From an optimization exercise on the open Yosys and OpenROAD flow, aimed at small area, a short achievable clock period and few clock cycles; shortcuts taken in it are not production practice. Where RTL was checked, it was by simulation tests only, not by an equivalence proof against the original. No functional check of the RTL was part of run 2. Power figures rest on the tool's default switching activity, not on a simulated workload.

--- design.v ---
package hostPkg;
	typedef logic [10:0] memAddrT;
	typedef logic [31:0] hostWordT;
	typedef logic [7:0] regAddrT;
	localparam regAddrT lengthRegIndex = 8'd0;
	localparam regAddrT multiplierRegIndex = 8'd1;
	localparam memAddrT cycleCountAddress = 11'd2047;
	localparam memAddrT maxLength = 11'd2047;
	localparam int fifoLogDepth = 5;
	typedef logic [fifoLogDepth:0] fifoCountT;
	typedef enum logic [1:0] {decodeIdle, decodeFetching, decodeRunning} decodeStateT;
	typedef enum logic [1:0] {writerStreaming, writerReporting, writerFinishing} writerStateT;
endpackage
package gfMathPkg;
	typedef logic [7:0] gfElemT;
	localparam int laneCount = 4;
	typedef logic [laneCount*8-1:0] gfWordT;
	localparam logic [8:0] fieldPoly = 9'h11B;
endpackage
`timescale 1ns/1ps
module gfStreamTop #(
	parameter int slotCount = 4
) (
	input logic clk,
	input logic reset,
	input logic runValue,
	output logic runClear,
	output logic regReq,
	input logic regAck,
	output hostPkg::regAddrT regAddr,
	input logic regReadValid,
	input hostPkg::hostWordT regReadData,
	output logic inReadReq,
	input logic inReadAck,
	output hostPkg::memAddrT inReadAddr,
	input logic inReadValid,
	input hostPkg::hostWordT inReadData,
	output logic outWriteReq,
	input logic outWriteAck,
	output hostPkg::memAddrT outWriteAddr,
	output hostPkg::hostWordT outWriteData
);
	localparam int ptrBits = (slotCount > 8) ? 4 : (slotCount > 4) ? 3 : (slotCount > 2) ? 2 : 1;
	localparam int creditLimit = slotCount + 1;
	localparam int usedBits = (creditLimit > 15) ? 5 : (creditLimit > 7) ? 4 : (creditLimit > 3) ? 3 : 2;
	function automatic logic [7:0] xtime(input logic [7:0] x);
		xtime = {x[6:0], 1'b0} ^ (x[7] ? 8'h1b : 8'h00);
	endfunction
	function automatic logic [ptrBits-1:0] ptrNext(input logic [ptrBits-1:0] p);
		ptrNext = (p == ptrBits'(slotCount - 1)) ? '0 : p + 1'b1;
	endfunction
	logic busy;
	logic regAddrBit;
	logic lengthSeen;
	logic multSeen;
	logic lengthJust;
	logic multJust;
	logic satHigh;
	logic satLow;
	logic rawNonZero;
	logic rawOne;
	logic [10:0] lastPrior;       
	logic lengthZero;
	logic lengthOne;
	logic [7:0] mulEven [0:3];    
	logic [7:0] mulPow [0:7];     
	logic [31:0] cycleCount;
	logic multArrive;
	logic lengthNonZero;
	logic multReady;
	assign multArrive = busy && regReadValid && lengthSeen && !multSeen;
	logic rawSat;
	assign rawSat = satHigh || satLow;
	assign lengthNonZero = lengthJust ? (rawSat || rawNonZero) : !lengthZero;
	logic lengthIsOne;
	assign lengthIsOne = lengthJust ? (!rawSat && rawOne) : lengthOne;
	assign multReady = multSeen && !multJust;
	assign regAddr = {7'b0, regAddrBit};
	always_ff @(posedge clk) begin
		satHigh <= |regReadData[31:22];
		satLow <= |regReadData[21:11];
		rawNonZero <= |regReadData[10:0];
		rawOne <= (regReadData[10:0] == 11'd1);
		if (!multSeen) begin
			mulEven[0] <= regReadData[7:0];
		end
		for (int i = 1; i < 4; i++) begin
			logic [7:0] power;
			power = mulEven[0];
			for (int j = 0; j < 2*i; j++) power = xtime(power);
			mulEven[i] <= power;
		end
		if (!lengthSeen) begin
			lastPrior <= regReadData[10:0];
		end else if (lengthJust) begin
			lastPrior <= rawSat ? 11'd2045 : lastPrior - 11'd2;
		end
		if (lengthJust) begin
			lengthZero <= !(rawSat || rawNonZero);
			lengthOne <= !rawSat && rawOne;
		end
		cycleCount <= multJust ? 32'd1 : cycleCount + 32'd1;
	end
	always_comb begin
		for (int i = 0; i < 4; i++) begin
			mulPow[2*i] = mulEven[i];
			mulPow[2*i+1] = xtime(mulEven[i]);
		end
	end
	logic [31:0] product;
	always_comb begin
		for (int lane = 0; lane < 4; lane++) begin
			logic [7:0] acc;
			acc = '0;
			for (int i = 0; i < 8; i++) begin
				acc = acc ^ (inReadData[lane*8 + i] ? mulPow[i] : 8'h00);
			end
			product[lane*8 +: 8] = acc;
		end
	end
	logic [31:0] slot [0:slotCount-1];
	logic [ptrBits-1:0] writePtr;
	logic [ptrBits-1:0] readPtr;
	logic [ptrBits:0] fill;
	logic bufEmpty;
	logic bufFull;
	always_ff @(posedge clk) begin
		for (int k = 0; k < slotCount; k++) begin
			if (!bufFull && writePtr == ptrBits'(k)) begin
				slot[k] <= product;
			end
		end
	end
	logic readAccept;
	logic writeAccept;
	logic writeFree;
	logic readAtLast;     
	logic outAtLast;      
	logic outIsCount;
	logic outFree;
	logic loadWord;
	logic takeSlot;
	logic pushSlot;
	logic lastWrite;
	logic countWait;      
	logic loadCount;
	logic [31:0] nextWord;
	assign readAccept = inReadReq && inReadAck;
	assign writeAccept = outWriteReq && outWriteAck;
	assign writeFree = writeAccept && !outIsCount;
	assign outFree = !outWriteReq || writeFree;
	assign loadWord = outFree && (!bufEmpty || inReadValid);
	assign takeSlot = loadWord && !bufEmpty;
	assign pushSlot = inReadValid && !bufEmpty || inReadValid && !outFree;
	assign nextWord = bufEmpty ? product : slot[readPtr];
	assign lastWrite = writeFree && outAtLast;
	assign loadCount = lastWrite || (countWait && multReady && !outWriteReq);
	logic readPhase;
	logic [usedBits-1:0] used;
	always_ff @(posedge clk) begin
		if (reset) begin
			busy <= 1'b0;
			regReq <= 1'b0;
			regAddrBit <= 1'b0;
			lengthSeen <= 1'b0;
			multSeen <= 1'b0;
			lengthJust <= 1'b0;
			multJust <= 1'b0;
			readPhase <= 1'b0;
			inReadReq <= 1'b0;
			inReadAddr <= '0;
			used <= '0;
			writePtr <= '0;
			readPtr <= '0;
			fill <= '0;
			bufEmpty <= 1'b1;
			bufFull <= 1'b0;
			outWriteReq <= 1'b0;
			outIsCount <= 1'b0;
			outWriteAddr <= '1;
			countWait <= 1'b0;
			runClear <= 1'b0;
		end else begin
			runClear <= 1'b0;
			lengthJust <= busy && regReadValid && !lengthSeen;
			multJust <= multArrive;
			if (!busy) begin
				if (runValue && !runClear) begin
					busy <= 1'b1;
					regReq <= 1'b1;
					regAddrBit <= 1'b0;
				end
				lengthSeen <= 1'b0;
				multSeen <= 1'b0;
				inReadAddr <= '0;
				outWriteAddr <= '1;
			end else begin
				if (regReq && regAck) begin
					if (!regAddrBit) regAddrBit <= 1'b1;
					else regReq <= 1'b0;
				end
				if (regReadValid) begin
					lengthSeen <= 1'b1;
					if (lengthSeen) multSeen <= 1'b1;
				end
			end
			if (readAccept && !writeFree) used <= used + 1'b1;
			if (writeFree && !readAccept) used <= used - 1'b1;
			if (readAccept) readAtLast <= (inReadAddr == lastPrior);
			if (multArrive) begin
				readAtLast <= lengthIsOne;
				readPhase <= lengthNonZero;
				inReadReq <= lengthNonZero;
				countWait <= !lengthNonZero;
			end else if (inReadReq && !inReadAck) begin
				inReadReq <= 1'b1;
			end else if (readAccept) begin
				inReadAddr <= inReadAddr + 1'b1;
				if (readAtLast) begin
					readPhase <= 1'b0;
					inReadReq <= 1'b0;
				end else begin
					inReadReq <= writeFree ? (used <= usedBits'(creditLimit - 1))
					                       : (used <= usedBits'(creditLimit - 2));
				end
			end else begin
				inReadReq <= readPhase && (writeFree || (used <= usedBits'(creditLimit - 1)));
			end
			if (pushSlot) writePtr <= ptrNext(writePtr);
			if (takeSlot) readPtr <= ptrNext(readPtr);
			if (pushSlot && !takeSlot) begin
				fill <= fill + 1'b1;
				bufEmpty <= 1'b0;
				bufFull <= (fill == (ptrBits+1)'(slotCount - 1));
			end
			if (takeSlot && !pushSlot) begin
				fill <= fill - 1'b1;
				bufEmpty <= (fill == (ptrBits+1)'(1));
				bufFull <= 1'b0;
			end
			if (loadCount) begin
				countWait <= 1'b0;
				outWriteReq <= 1'b1;
				outIsCount <= 1'b1;
				outWriteAddr <= '1;
			end else if (loadWord) begin
				outWriteReq <= 1'b1;
				outWriteAddr <= outWriteAddr + 1'b1;
				outAtLast <= (outWriteAddr == lastPrior);
			end else if (writeAccept) begin
				outWriteReq <= 1'b0;
				if (outIsCount) begin
					outIsCount <= 1'b0;
					runClear <= 1'b1;
					busy <= 1'b0;
				end
			end
		end
	end
	always_ff @(posedge clk) begin
		if (loadCount) begin
			outWriteData <= cycleCount;
		end else if (loadWord) begin
			outWriteData <= nextWord;
		end
	end
endmodule
--- flow/run.sh ---
#!/bin/bash
# Standard layout with resizer and clock tree changes: port buffers are
# plain buffers instead of delay cells, resizing may change a cell's
# footprint, and the clock tree gets no dummy loads.
set -o pipefail
bash standard.sh MATCH_CELL_FOOTPRINT=0 \
	"BUFFER_PORTS_ARGS=-buffer_cell sky130_fd_sc_hd__buf_2" \
	"CTS_ARGS=-sink_clustering_enable -repair_clock_nets -dont_use_dummy_load -buf_list {sky130_fd_sc_hd__clkbuf_2 sky130_fd_sc_hd__clkbuf_4}" \
	finish > flow_make.log 2>&1
--- standard.sh ---
#!/bin/bash
# synth_recipe.tcl (not shown) runs the flow's synth.tcl, then flattens the netlist and writes it again
# the make line also repeats each setting of config.mk as NAME=value (left out here)
make -C /OpenROAD-flow-scripts/flow DESIGN_CONFIG=/design/flow/config.mk WORK_HOME=/design/flow/orfs CLKGATE_MAP_FILE= SYNTH_SCRIPT=/design/flow/synth_recipe.tcl "${@:-finish}"
--- config.mk ---
export PLATFORM = sky130hd
export DESIGN_NAME = gfStreamTop
export DESIGN_NICKNAME = gfStreamTop
export VERILOG_FILES = /design/flow/design.v
export SDC_FILE = /design/flow/constraint.sdc
export NUM_CORES = 4
export LEC_CHECK = 0
export CAP_MARGIN = 0
export CORE_MARGIN = 2
export CORE_UTILIZATION = 60
export CTS_BUF_LIST = sky130_fd_sc_hd__clkbuf_4 sky130_fd_sc_hd__clkbuf_8
export SETUP_SLACK_MARGIN = 2.4
export SLEW_MARGIN = 0
--- constraint.sdc ---
create_clock -name core_clock -period 4.5 [get_ports {clk}]
set_input_delay 0.9000 -clock core_clock [delete_from_list [all_inputs] [get_ports {clk}]]
set_output_delay 0.9000 -clock core_clock [all_outputs]
set_load 0.01 [all_outputs]
==> results_dict.tcl, run 1 <==
set metrics [dict create \
    mean_area_per_synthesized_cell_um2 9.685 \
    reg2reg_slack_ns 2.47 \
    cpLargestDelayFamily "flip-flops" \
    sw_pwr_w 0.003274 \
    avgRoutedWirePerCell_um 19.69 \
    power.density_nw_per_um2 517.7 \
    combinationalPowerShare_pct 36.9 \
    timing_worst_slew_pin_value_ns 0.6641 \
    synth.yosys.warnings 4 \
    holdBufCountCts 0 \
    grt_max_degree 44 \
    timing.hold.worst_endpoint "lengthZero" \
    ys_seq_elements 284 \
    crit_slowest_cell "edfxtp_1" \
    antenna_found_initial 1 \
    drt_iter0_drc 1242 \
    grt_remaining_overflow 0 \
    syn-instance-count 1575 \
    timing.hold.worst.class "reg -> reg" \
    io_buffer_count 130 \
    commonest_non_fill_non_tap_cell_in_the_layout "nand2_1" \
    switching_power_share_of_the_total_pct 36.01 \
    worst_ir_drop_vdd_mv 0.2886 \
    syn2layout_area_growth_pct 15.14 \
    critical_path.cell_chain "buf_2" \
    synth_area_um2 15250 \
    fp-row-count 58 \
    final_report_hold_violation_count 0 \
    dp_hpwl_mm 26.05 \
    setup_viol_count_final 0 \
    grt_setup_unrepaired "true" \
    leakage_nw 6.758 \
    fin_worst_skew_ns 0.1225 \
    ctsHtreeMaxLevel 3 \
    power.share.sequential_pct 45.0 \
    worst_skew_pair_latency_ns 0.69 \
    drc_markers 0 \
    cp.buffers_inverters 1 \
    worstRegToRegCells 6 \
    place_congestion 0.9259 \
    critical_path.max_fanout 1 \
    detail_route.first_pass.iterations 6 \
    die_area_um2 26720 \
    use_met2_pct 48.06 \
    floorplan.core_area_um2 25040 \
    grt_first_pass_wirelength_mm 62.25 \
    detail_route.wirelength_mm 40.63 \
    number_of_vias_per_cell_after_detailed_routing 5.793 \
    yosys_most_used_dff "edfxtp_1" \
    cts_buf_count 74 \
    critical_path.reg2reg.endpoint "outWriteData[28]" \
    clockPowerShare_pct 18.2 \
    timing.final.max_slew_violations 0 \
    placedInstanceArea_um2 16000 \
    final.period_utilization_pct 48.46 \
    finalInstanceArea_um2 17560 \
    layout-drive-gt1-share_pct 21.23 \
    status "timing/DRC/antenna clean" \
    layout_common_cells "nand2_1 (359), xnor2_1 (202), edfxtp_1 (182), nor2_1 (121), buf_2 (121)" \
    rr_startpoint "mulEven[1][5]" \
    cp-start-kind "flop" \
    global_route.usage.met1_pct 41.26 \
    synth_sequential_area_ratio_pct 49.21 \
    slew_headroom_pct 55.73 \
    timing.critical_path.arrival_ns 1.28 \
    final.fill_count 1935 \
    root_buffer "clkbuf_4" \
    cts.clk_slew.worst_paths_ns 0.06 \
    number_of_enable_flip_flop_cells_after_synthesis 182 \
    total_via_count_after_detailed_routing 11957 \
    busiest_layer "met2" \
    cell_count_of_the_worst_hold_path 1 \
    finalCriticalPeriod_ns 2.181 \
    groute.layer.met3.usage_pct 6.526 \
    max_freq_mhz 458.5 \
    cpPeakStageDelay_ns 0.42 \
    die-width_um 163.5 \
    final.setup.tns_ns 0 \
    tritoncts_clock_tree "yes" \
    worst-setup-path-type "reg -> out" \
    worst_ep_required_time_ns 3.60 \
    count_of_antenna_violating_nets_left_after_detailed_routing 0 \
    fp.dieH_um 163.5 \
    worst_hold_startpoint "rawNonZero" \
    postSynth.asyncResetShare_pct 0 \
    ios 138 \
    drv_cap 0 \
    via_count_of_the_first_global_routing_pass 11487 \
    intPower_w 0.005819 \
    synth_cell_types 54 \
    hold_ws_ns 0.4547 \
    clock_sinks 284 \
    global_route.usage.total_pct 30.26 \
    floorplan.initialDensity_pct 60.93 \
    final_nets 1827 \
    timing.critical_path.to_type "output port" \
    clockBufferDepth 3 \
]
[layer usage]
layer | vias up | wire length, um
met3 | 73 | 3637
met2 | 552 | 19160
met1 | 5691 | 16970
li1 | 5641 | -
met5 | - | 0
met4 | 0 | 869
[sequential cells by signal, summed over array words and instances (netlist names), 2 cells and up]
name / cells
slot: 128
readPtr: 2
inReadAddr: 11
lastPrior: 11
cycleCount: 32
outWriteAddr: 11
fill: 3
mulEven: 26
used: 3
outWriteData: 32
writePtr: 2
[through the flow]
stage / util (%) / power [W] / std cells / worst slack [ns]
2_1_floorplan: - / 0.006140 / 1581 / 2.198
4_1_cts: 68.95 / 0.008990 / 2051 / 2.253
3_5_place_dp: 63.90 / 0.007144 / 1936 / 1.651
6_report: 70.15 / 0.009094 / 2064 / 2.319
5_1_grt: 70.15 / 0.009610 / 2064 / 2.276
3_3_place_gp: 63.90 / 0.007056 / 1936 / 1.668
[cell usage after synthesis, types with 19 or more instances]
library cell / number / area, um^2
inv_1: 24 / 90.09
a31oi_1: 23 / 143.9
ha_1: 19 / 237.7
nand3_1: 29 / 145.1
a222oi_1: 32 / 320.3
xnor2_1: 225 / 1971
o21ai_0: 20 / 100.1
edfxtp_1: 182 / 5465
clkbuf_1: 80 / 300.3
dfxtp_1: 102 / 2042
nand2b_1: 20 / 125.1
xor2_1: 84 / 735.7
nor2_1: 124 / 465.5
o211ai_1: 22 / 165.2
nor2b_1: 19 / 118.9
nand2_1: 362 / 1359
a21oi_1: 36 / 180.2
buf_2: 20 / 100.1
[power groups by stage]
stage                     clock (W)  sequential [W]  combinational (W)
after floorplan                   0         0.00403            0.00211
after global placement            0         0.00416            0.00289
after detailed placement          0         0.00416            0.00298
after CTS                   0.00170         0.00409            0.00320
after global routing        0.00182         0.00414            0.00366
final                       0.00165         0.00409            0.00335
[worst max path at each step]
stage | end | depth (start not counted) | start
2_1_floorplan | used[2] | 8 | outWriteAck
3_3_place_gp | outWriteData[28] | 8 | outWriteAck
6_report | outWriteData[27] | 1 | outWriteData[27]
5_1_grt | outWriteData[27] | 1 | outWriteData[27]
4_1_cts | outWriteData[27] | 1 | outWriteData[27]
3_5_place_dp | outWriteData[9] | 8 | outWriteAck
[cells by family (layout without fill, tap and decap cells)]
logic type	Yosys count	in the layout	synth area share, %
muxes	20	20	1.337
adders and majority gates	20	20	1.690
and+or+nand+nor	634	634	18.09
xor gates and xnor gates	312	312	18.06
AOI/OAI and AO/OA	163	163	7.644
other	1	8	0.02458
buffers and inverters	141	293	3.945
DFF	284	284	49.21
[cell type report]
type | instances | area [um^2] | area share [%]
sequential | 284 | 7620 | 43.38
multi-input combinational | 1156 | 7600 | 43.27
timing repair buffer | 192 | 1265 | 7.202
clock buffer | 74 | 555.5 | 3.163
tap | 330 | 412.9 | 2.351
inverter | 26 | 101.3 | 0.5770
timing repair inverter | 1 | 7.507 | 0.04274
antenna | 1 | 2.502 | 0.01425
[what timing repair did]
| action | 4_1_cts | 5_1_grt |
|---|---|---|
| setup endpoints to repair | 228 | 79 |
| buffers inserted | 40 | 12 |
| gates resized for setup | 101 | 28 |
| pin swaps | 2 | 4 |
| cloned | 1 | 0 |
| endpoints found under the hold margin | 0 | 0 |
Testbench counts, summed over its fixed seeds: cycles 52,628.
==> inputs of run 2 (changes only) <==
--- a/design.v
+++ b/design.v
@@ -63,5 +63,5 @@
 	logic lengthZero;
 	logic lengthOne;
-	logic [7:0] mulEven [0:3];    
+	logic [7:0] mulBase [0:1];    
 	logic [7:0] mulPow [0:7];     
 	logic [31:0] cycleCount;
@@ -83,12 +83,7 @@
 		rawOne <= (regReadData[10:0] == 11'd1);
 		if (!multSeen) begin
-			mulEven[0] <= regReadData[7:0];
-		end
-		for (int i = 1; i < 4; i++) begin
-			logic [7:0] power;
-			power = mulEven[0];
-			for (int j = 0; j < 2*i; j++) power = xtime(power);
-			mulEven[i] <= power;
-		end
+			mulBase[0] <= regReadData[7:0];
+		end
+		mulBase[1] <= xtime(xtime(xtime(xtime(mulBase[0]))));
 		if (!lengthSeen) begin
 			lastPrior <= regReadData[10:0];
@@ -103,7 +98,7 @@
 	end
 	always_comb begin
-		for (int i = 0; i < 4; i++) begin
-			mulPow[2*i] = mulEven[i];
-			mulPow[2*i+1] = xtime(mulEven[i]);
+		for (int h = 0; h < 2; h++) begin
+			mulPow[4*h] = mulBase[h];
+			for (int i = 1; i < 4; i++) mulPow[4*h+i] = xtime(mulPow[4*h+i-1]);
 		end
 	end
--- a/flow/run.sh
+++ b/flow/run.sh
@@ -6,4 +6,4 @@
 bash standard.sh MATCH_CELL_FOOTPRINT=0 \
 	"BUFFER_PORTS_ARGS=-buffer_cell sky130_fd_sc_hd__buf_2" \
-	"CTS_ARGS=-sink_clustering_enable -repair_clock_nets -dont_use_dummy_load -buf_list {sky130_fd_sc_hd__clkbuf_2 sky130_fd_sc_hd__clkbuf_4}" \
+	"CTS_ARGS=-sink_clustering_enable -repair_clock_nets -dont_use_dummy_load -buf_list {sky130_fd_sc_hd__clkbuf_4 sky130_fd_sc_hd__clkbuf_8}" \
 	finish > flow_make.log 2>&1
==> run 2 against run 1 <==
- count of clock-buffer cells in the layout down 28
- register-to-register slack worse by 0.35 ns
- maximum frequency down 8.3%
- synthesized area up 0.60%
- clock power up 8%
- via count up 6.6%
- still clean
- clock skew down 0.074 ns
- utilization up 5.2 points
- setup slack worse by 0.20 ns
- total power up 8.2%
- hold slack better by 0.0031 ns
- critical path depth up 7
==> results_dict.tcl, run 2 <==
set metrics [dict create \
    crit_start "mulBase[0][7]" \
    clock_sinks 274 \
    worst_ep_required_time_ns 4.92 \
    layout-drive-gt1-share_pct 29.90 \
    mean_area_per_synthesized_cell_um2 9.875 \
    worst_ir_drop_vdd_mv 0.3743 \
    total_via_count_after_detailed_routing 12752 \
    status "timing/DRC/antenna clean" \
    synth.yosys.warnings 4 \
    largest_register_ffs 128 \
    ys_seq_elements 274 \
    synth_top_cells_by_area "edfxtp_1 (36%), dfxtp_1 (12%), xnor2_1 (10%), nand2_1 (7.6%), xor2_1 (4.1%)" \
    fin_worst_skew_ns 0.04801 \
    final_report_hold_violation_count 0 \
    drt_iter0_drc 1284 \
    worst_hold_startpoint "cycleCount[0]" \
    via_count_of_the_first_global_routing_pass 11516 \
    timing.hold.worst.class "reg -> reg" \
    grt_setup_unrepaired "true" \
    grt_first_pass_wirelength_mm 64.04 \
    drv_cap 0 \
    final-instance-count-excl-fill 2080 \
    drc_markers 0 \
    place_congestion 0.8974 \
    die_area_um2 26870 \
    antenna_found_initial 0 \
    timing.critical_path.arrival_ns 2.80 \
    worst_skew_pair_latency_ns 0.55 \
    io_buffer_count 130 \
    detail_route.wirelength_mm 45.66 \
    timing.final.max_slew_violations 0 \
    final_nets 1843 \
    sequential_cell_area_um2 7361 \
    yosys.cell_count.top_type "nand2_1" \
    synth_area_um2 15350 \
    post-layout-total-power_w 0.009844 \
    floorplan.initialDensity_pct 60.94 \
    yosys_most_used_dff "edfxtp_1" \
    rr_startpoint "mulBase[0][7]" \
    setup_viol_count_final 0 \
    critical_path.max_fanout 5 \
    count_of_antenna_violating_nets_left_after_detailed_routing 0 \
    fp-row-count 58 \
    commonest_non_fill_non_tap_cell_in_the_layout "nand2_1" \
    dp_hpwl_mm 27.53 \
    layout_common_cells "nand2_1 (275), edfxtp_1 (182), buf_2 (129), xnor2_1 (125), nor2_1 (113)" \
    postSynth.asyncResetShare_pct 0 \
    finalCriticalPeriod_ns 2.378 \
    max_freq_mhz 420.6 \
    global_route.usage.total_pct 31.43 \
    largest_registers "slot (128), cycleCount (32), outWriteData (32)" \
    leakage_nw 7.555 \
    clockBufferDepth 3 \
    cts.clk_slew.worst_paths_ns 0.06 \
    final.period_utilization_pct 52.84 \
    synth_sequential_area_ratio_pct 47.62 \
    avgRoutedWirePerCell_um 21.95 \
    ios 138 \
    post_synth_most_frequent_cells "nand2_1 (309), edfxtp_1 (182), xnor2_1 (181)" \
    synth_cell_types 68 \
    numPlacedInstances 1924 \
    number_of_enable_flip_flop_cells_after_synthesis 182 \
    syn-instance-count 1554 \
    final.setup.tns_ns 0 \
    timing_worst_slew_pin_value_ns 0.7204 \
    grt_remaining_overflow 0 \
    die-width_um 163.9 \
    syn2layout_area_growth_pct 23.58 \
    power.density_nw_per_um2 519.1 \
    grt_max_degree 45 \
    yosysTopAreaCellShare_pct 35.61 \
    holdBufCountCts 0 \
    final.fill_count 1718 \
    multi_input_area_um2 8489 \
    fp.dieH_um 163.9 \
    ctsHtreeMaxLevel 2 \
    number_of_vias_per_cell_after_detailed_routing 6.131 \
    regMostFlops "slot" \
    floorplan.core_area_um2 25180 \
    cp-start-kind "flop" \
    root_buffer "clkbuf_8" \
    synth_area_leader_cell "edfxtp_1" \
    tritoncts_clock_tree "yes" \
    cts_buf_count 46 \
    slew_headroom_pct 51.98 \
    detail_route.first_pass.iterations 6 \
    worst-setup-path-type "reg -> reg" \
    timing.critical_path.to_type "flop" \
]
[run 2: repair_timing]
action                                  in CTS  in global routing
endpoints found under the setup margin     192                140
setup buffers                               49                 56
gates cloned                                 0                  4
pin swaps                                   36                 95
gates resized for setup                     91                131
[run 2: final timing paths]
kind / to / slack [ns] / depth (start not counted)
min: cycleCount[0] / 0.46 / 1
min reg2reg: cycleCount[0] / 0.46 / 1
max: outWriteData[28] / 2.12 / 8
max reg2reg: outWriteData[28] / 2.12 / 8
[run 2: kinds of logic (layout without fill, tap and decap cells)]
family / after synthesis / after routing / synth area share [%]
XOR/XNOR: 276 / 276 / 17.90
flip-flops: 274 / 274 / 47.62
adder cells (fa/ha/maj): 20 / 20 / 1.680
AO/OA/AOI/OAI: 234 / 234 / 11.03
AND/OR/NAND/NOR: 589 / 589 / 16.93
multiplexers: 10 / 10 / 0.6604
buffers and inverters: 150 / 339 / 4.166
other: 1 / 8 / 0.02444
[run 2: critical path, stage by stage, from the launching register on]
cell	delay (ns)
edfxtp_1	0.45
buf_12	0.18
xor3_2	0.44
buf_6	0.14
nand2_4	0.06
xnor2_2	0.15
xnor3_2	0.47
o211ai_1	0.24
o21a_1	0.15
[run 2: power by group]
part / total, W / switching (W) / internal (W)
Clock: 0.00178 / 0.000879 / 0.000899
Sequential: 0.00399 / 0.000385 / 0.00361
Combinational: 0.00407 / 0.00224 / 0.00184
Total: 0.00984 / 0.00350 / 0.00634
[run 2: final cells by class]
type / count / share of cell area, %
Antenna cell: 1 / 0.01320
Clock buffer: 46 / 3.338
Inverter: 34 / 0.7323
Multi-Input combinational cell: 1136 / 44.76
Sequential cell: 274 / 38.81
Tap cell: 330 / 2.177
Timing Repair Buffer: 259 / 10.16
[run 2: through the flow]
step | cell area [um^2] | utilization (%) | hold slack (ns) | setup slack [ns]
after detailed placement | 16310 | 64.79 | 0.4466 | 1.548
final | 18960 | 75.31 | 0.4578 | 2.122
after global routing | 18960 | 75.30 | 0.4745 | 2.092
after CTS | 17810 | 70.74 | 0.4586 | 2.188
after global placement | 16310 | 64.79 | 0.4410 | 1.543
after floorplan | 15830 | - | 0.3427 | 2.185
[run 2: per-layer routing]
metal  share of wire, %  routed length (um)  GRT usage (%)  vias up
met4                3.7                1707          12.08        0
met1                 41               18510          43.09     6112
met3                9.6                4382          5.657      144
li1                   -                   -              -     5780
met5                  0                   0              0        -
met2                 46               21070          50.02      716

## separate check: timing with driven ports
How much do the figures lean on ideal ports? The routed layouts below were timed once more, with nothing changed but the port constraints.
Step 1, drivers: a clkbuf_16 drives clk and a buf_2 each remaining input, both assumed.
Step 2 times the ports against the registers' clock, not the clock port: input delays grow and output delays shrink by t, the midpoint of the rising clock arrivals with the driver on.
a / b / c = no drivers / after step 1 / after step 2; a / b = the first two.
run | t (ns) | setup WS [ns] | hold slack, ns
run 1 | 0.672 | 2.319 / 2.274 / 1.901 | 0.455 / 0.455 / 0.455
run 2 | 0.577 | 2.122 / 2.122 / 1.711 | 0.458 / 0.458 / 0.458
After both steps every run listed still meets setup and hold. For run 1, which loses most, drivers alone change the setup slack by -0.045 ns; drivers and shift together by -0.418 ns.
